Background: an optimization exercise with open tools, aiming at small area, a short achievable clock period and few clock cycles per item. Do not read the settings as production practice.
Where RTL was checked, it was by simulation tests only, not by an equivalence proof against the original.
Power is estimated from default activity; no workload was simulated.

## execute_stage
module execute_stage #(
   parameter int GHSR_WIDTH = exec_pkg::GHSR_WIDTH_DEFAULT
) (
   input  logic                  clk,
   input  logic                  reset,
   input  logic [31:0]           data1,
   input  logic [31:0]           data2,
   input  logic [31:0]           pc,
   input  logic [31:0]           immediate_data,
   input  logic [15:0]           control_in,      
   input  logic [40:0]           branch_predict,  
   input  logic [1:0]            fwd_sel_rs1,     
   input  logic [1:0]            fwd_sel_rs2,
   input  logic [31:0]           fwd_data_ex_mem,
   input  logic [31:0]           fwd_data_mem_wb,
   output logic [15:0]           control_out,
   output logic [31:0]           rd_data,
   output logic [31:0]           branch_target_pc,
   output logic                  branch_flush,
   output logic [31:0]           memory_data,
   output logic [31:0]           memory_addr,
   output logic                  ex2if_branch_valid,
   output logic                  ex2if_branch_taken,
   output logic [31:0]           ex2if_branch_addr,
   output logic [31:0]           ex2if_branch_target_addr,
   output logic                  ex2if_branch_update_ghsr,
   output logic [GHSR_WIDTH-1:0] ex2if_ghsr_restore,
   output logic                  muldiv_ready
);
Size in the first run: roughly 4,200 cells after synthesis, roughly 100 flip-flops, ~480 I/O pins, about 31,000 µm² of cells after synthesis.
==> flow/config.mk <==
export PLATFORM = sky130hd
export DESIGN_NAME = execute_stage
export DESIGN_NICKNAME = execute_stage
export VERILOG_FILES = /design/flow/design.v
export SDC_FILE = /design/flow/constraint.sdc
export NUM_CORES = 4
export LEC_CHECK = 0
export CAP_MARGIN = 20
export CORE_MARGIN = 2
export CORE_UTILIZATION = 40
export SETUP_SLACK_MARGIN = 1.5
export SLEW_MARGIN = 20
==> flow/constraint.sdc <==
create_clock -name core_clock -period 10.0 [get_ports {clk}]
set_input_delay 2.0000 -clock core_clock [delete_from_list [all_inputs] [get_ports {clk}]]
set_output_delay 2.0000 -clock core_clock [all_outputs]
set_load 0.01 [all_outputs]
run.sh (not shown) runs the stock make flow with config.mk's settings and CLKGATE_MAP_FILE= SYNTH_SCRIPT=/design/flow/synth_recipe.tcl, a recipe that flattens the netlist after the stock synthesis.
The first run finished with timing, DRC and antenna clean.
Testbench counts at the start, summed over its fixed seeds: cycles 34,886, instrs 24,164.
Next try:
==> flow/flow/run.sh (new file) <==
#!/bin/bash
# Standard layout, with plain buffers on the ports instead of the delay cells buffer_ports picks
set -euo pipefail
export BUFFER_PORTS_ARGS="-buffer_cell sky130_fd_sc_hd__buf_2"
bash standard.sh > standard.log 2>&1
==> flow/standard.sh (new file) <==
#!/bin/bash
# synth_recipe.tcl (not shown) runs the flow's synth.tcl, then flattens the netlist and writes it again
# the make line also repeats each setting of config.mk as NAME=value (left out here)
make -C /OpenROAD-flow-scripts/flow DESIGN_CONFIG=/design/flow/config.mk WORK_HOME=/design/flow/orfs CLKGATE_MAP_FILE= SYNTH_SCRIPT=/design/flow/synth_recipe.tcl "${@:-finish}"
SETUP_SLACK_MARGIN = 0.3   (was 1.5)
removed: flow/run.sh
After rerunning: The new run went through all stages and came out clean; setup slack gets worse by 0.33 ns; utilization shrinks by 9.3 points; final area falls by 17%; clock power climbs by about 3%; wire length is lower by 1.4%; via count came out lower by about 5%.
Next try:
==> flow/run.sh (new file) <==
#!/bin/bash
# synth_recipe.tcl (not shown) runs the flow's synth.tcl, then flattens the netlist and writes it again
# the make line also repeats each setting of config.mk as NAME=value (left out here)
make -C /OpenROAD-flow-scripts/flow DESIGN_CONFIG=/design/flow/config.mk WORK_HOME=/design/flow/orfs CLKGATE_MAP_FILE= SYNTH_SCRIPT=/design/flow/synth_recipe.tcl finish
removed: flow/flow/run.sh
removed: flow/standard.sh
Effect: Non-clock buffer count came out higher by 213. Die area is unchanged. Global-route usage came out lower by 2.0 points. Core utilization came out higher by 5.5 points. Worst setup slack improves by 0.024 ns. Hold slack degrades by 0.0079 ns. Routed wire length came out lower by 4.1%. Clock-buffer cell count came out lower by 5. Sequential power came out lower by about 0.5%. Power came out higher by 4.1%.

========
job 3925:
execute_stage, a different RTL version from the one above (not shown whole).
Size in the first run: roughly 5800 cells after synthesis, roughly 100 flip-flops, ~34000 um2 of cells after synthesis.
Settings: LEC_CHECK=0, ABC_AREA=1, CAP_MARGIN=20, CORE_MARGIN=2, CORE_UTILIZATION=40, SETUP_SLACK_MARGIN=0.3, SLEW_MARGIN=20, SYNTH_HIERARCHICAL=1, SYNTH_MINIMUM_KEEP_SIZE=0; clock period 10.0 ns.
standard.sh (not shown) runs the stock make flow with config.mk's settings and CLKGATE_MAP_FILE= SYNTH_SCRIPT=/design/flow/synth_recipe.tcl, a recipe that flattens the netlist after the stock synthesis.
==> flow/flow/run.sh <==
#!/bin/bash
# Standard layout, with plain buffers on the ports instead of the delay cells buffer_ports picks
set -euo pipefail
export BUFFER_PORTS_ARGS="-buffer_cell sky130_fd_sc_hd__buf_2"
bash standard.sh > standard.log 2>&1
Job 3925 completed; timing, DRC and antenna clean
The inputs of job 9429 differ from those of job 3925 as listed below.
# job 3925
export LEC_CHECK = 0
export ABC_AREA = 1
export CAP_MARGIN = 20
export CORE_MARGIN = 2
export CORE_UTILIZATION = 40
export SETUP_SLACK_MARGIN = 0.3
export SLEW_MARGIN = 20
export SYNTH_HIERARCHICAL = 1
export SYNTH_MINIMUM_KEEP_SIZE = 0
create_clock -name core_clock -period 10.0 [get_ports {clk}]
# job 9429
export LEC_CHECK = 0
export ABC_AREA = 1
export CAP_MARGIN = 20
export CORE_MARGIN = 2
export CORE_UTILIZATION = 40
export SETUP_SLACK_MARGIN = 0.3
export SLEW_MARGIN = 20
create_clock -name core_clock -period 10.0 [get_ports {clk}]
Notes after the runs:
After detailed routing, job 3925 needs more wire than job 9429. Run comparison: job 3925 start-to-end type of the worst setup path register to output pin; job 9429 start-to-end type of the worst setup path input pin to output pin. Re setup slack: job 9429 is 0.016 ns down on job 3925. Relative to job 3925, final cell count has decreased by about 13% in job 9429. | final cell area excluding filler cells | job 9429 vs job 3925 | better |. Relative to job 3925, the sequential share of power of job 9429 is higher by 0.9 points. Looking at sequential power, job 9429 sits above job 3925. Comparing job 9429 and job 3925, the lower share of layout cells above drive strength 1 is on job 3925.
#### Input delta (job 3019 over job 9429)
# job 9429
export LEC_CHECK = 0
export ABC_AREA = 1
export CAP_MARGIN = 20
export CORE_MARGIN = 2
export CORE_UTILIZATION = 40
export SETUP_SLACK_MARGIN = 0.3
export SLEW_MARGIN = 20
create_clock -name core_clock -period 10.0 [get_ports {clk}]
# job 3019
export LEC_CHECK = 0
export ABC_AREA = 1
export CAP_MARGIN = 20
export CORE_MARGIN = 2
export CORE_UTILIZATION = 40
export SETUP_SLACK_MARGIN = 1.5
export SLEW_MARGIN = 20
create_clock -name core_clock -period 10.0 [get_ports {clk}]
--- outcome ---
- Job 9429 has lower via count than job 3019.
- Initial antenna violation count came out lower on job 3019 than on job 9429.
- Measured against each other, job 3019 and job 9429 differ in number of fillers in the final layout, the higher figure coming from job 9429.
- Job 3019 vs job 9429: total power of the final layout up
- Run comparison: job 9429 highest-delay cell along the critical path sky130_fd_sc_hd__ha_1; job 3019 highest-delay cell along the critical path sky130_fd_sc_hd__o21ai_2
No run of this note included a check of the RTL's function; only the layout flow was run.

[separate check: timing with driven ports]
The results above use ideal ports. As a check the final layouts listed here were re-extracted and re-timed, cells and wires unchanged. Step 1 (the two cells are an assumption about what drives the block):
set clk [get_ports {clk}]
set_driving_cell -lib_cell sky130_fd_sc_hd__clkbuf_16 $clk
set_driving_cell -lib_cell sky130_fd_sc_hd__buf_2 [delete_from_list [all_inputs] $clk]
Step 2 times the ports against the registers' clock, not the clock port: input delays grow and output delays shrink by t, the midpoint of the rising clock arrivals with the driver on. Three values: no drivers, after step 1, after step 2; two values: the first two.
run	shift t [ns]	setup slack, ns	worst hold slack (ns)	slew at the worst register clock pin (ns)
the first run of note 1	0.419	0.621 / 0.590 / 0.590	0.471 / 0.471 / 0.471	0.10 / 0.10
the second run of note 1	0.434	0.292 / 0.270 / 0.270	0.481 / 0.481 / 0.481	0.09 / 0.09
the third run of note 1	0.414	0.316 / 0.293 / 0.266	0.473 / 0.473 / 0.473	0.08 / 0.08
job 3925	0.422	0.694 / 0.641 / 0.761	0.451 / 0.451 / 0.451	0.08 / 0.08
job 9429	0.412	0.678 / 0.650 / 0.650	0.446 / 0.446 / 0.446	0.08 / 0.08
job 3019	0.426	1.486 / 1.455 / 1.455	0.449 / 0.449 / 0.449	0.08 / 0.08
After both steps every run listed still meets setup and hold. For the third run of note 1, which loses most, drivers alone change the setup slack by -0.023 ns; drivers and shift together by -0.050 ns.
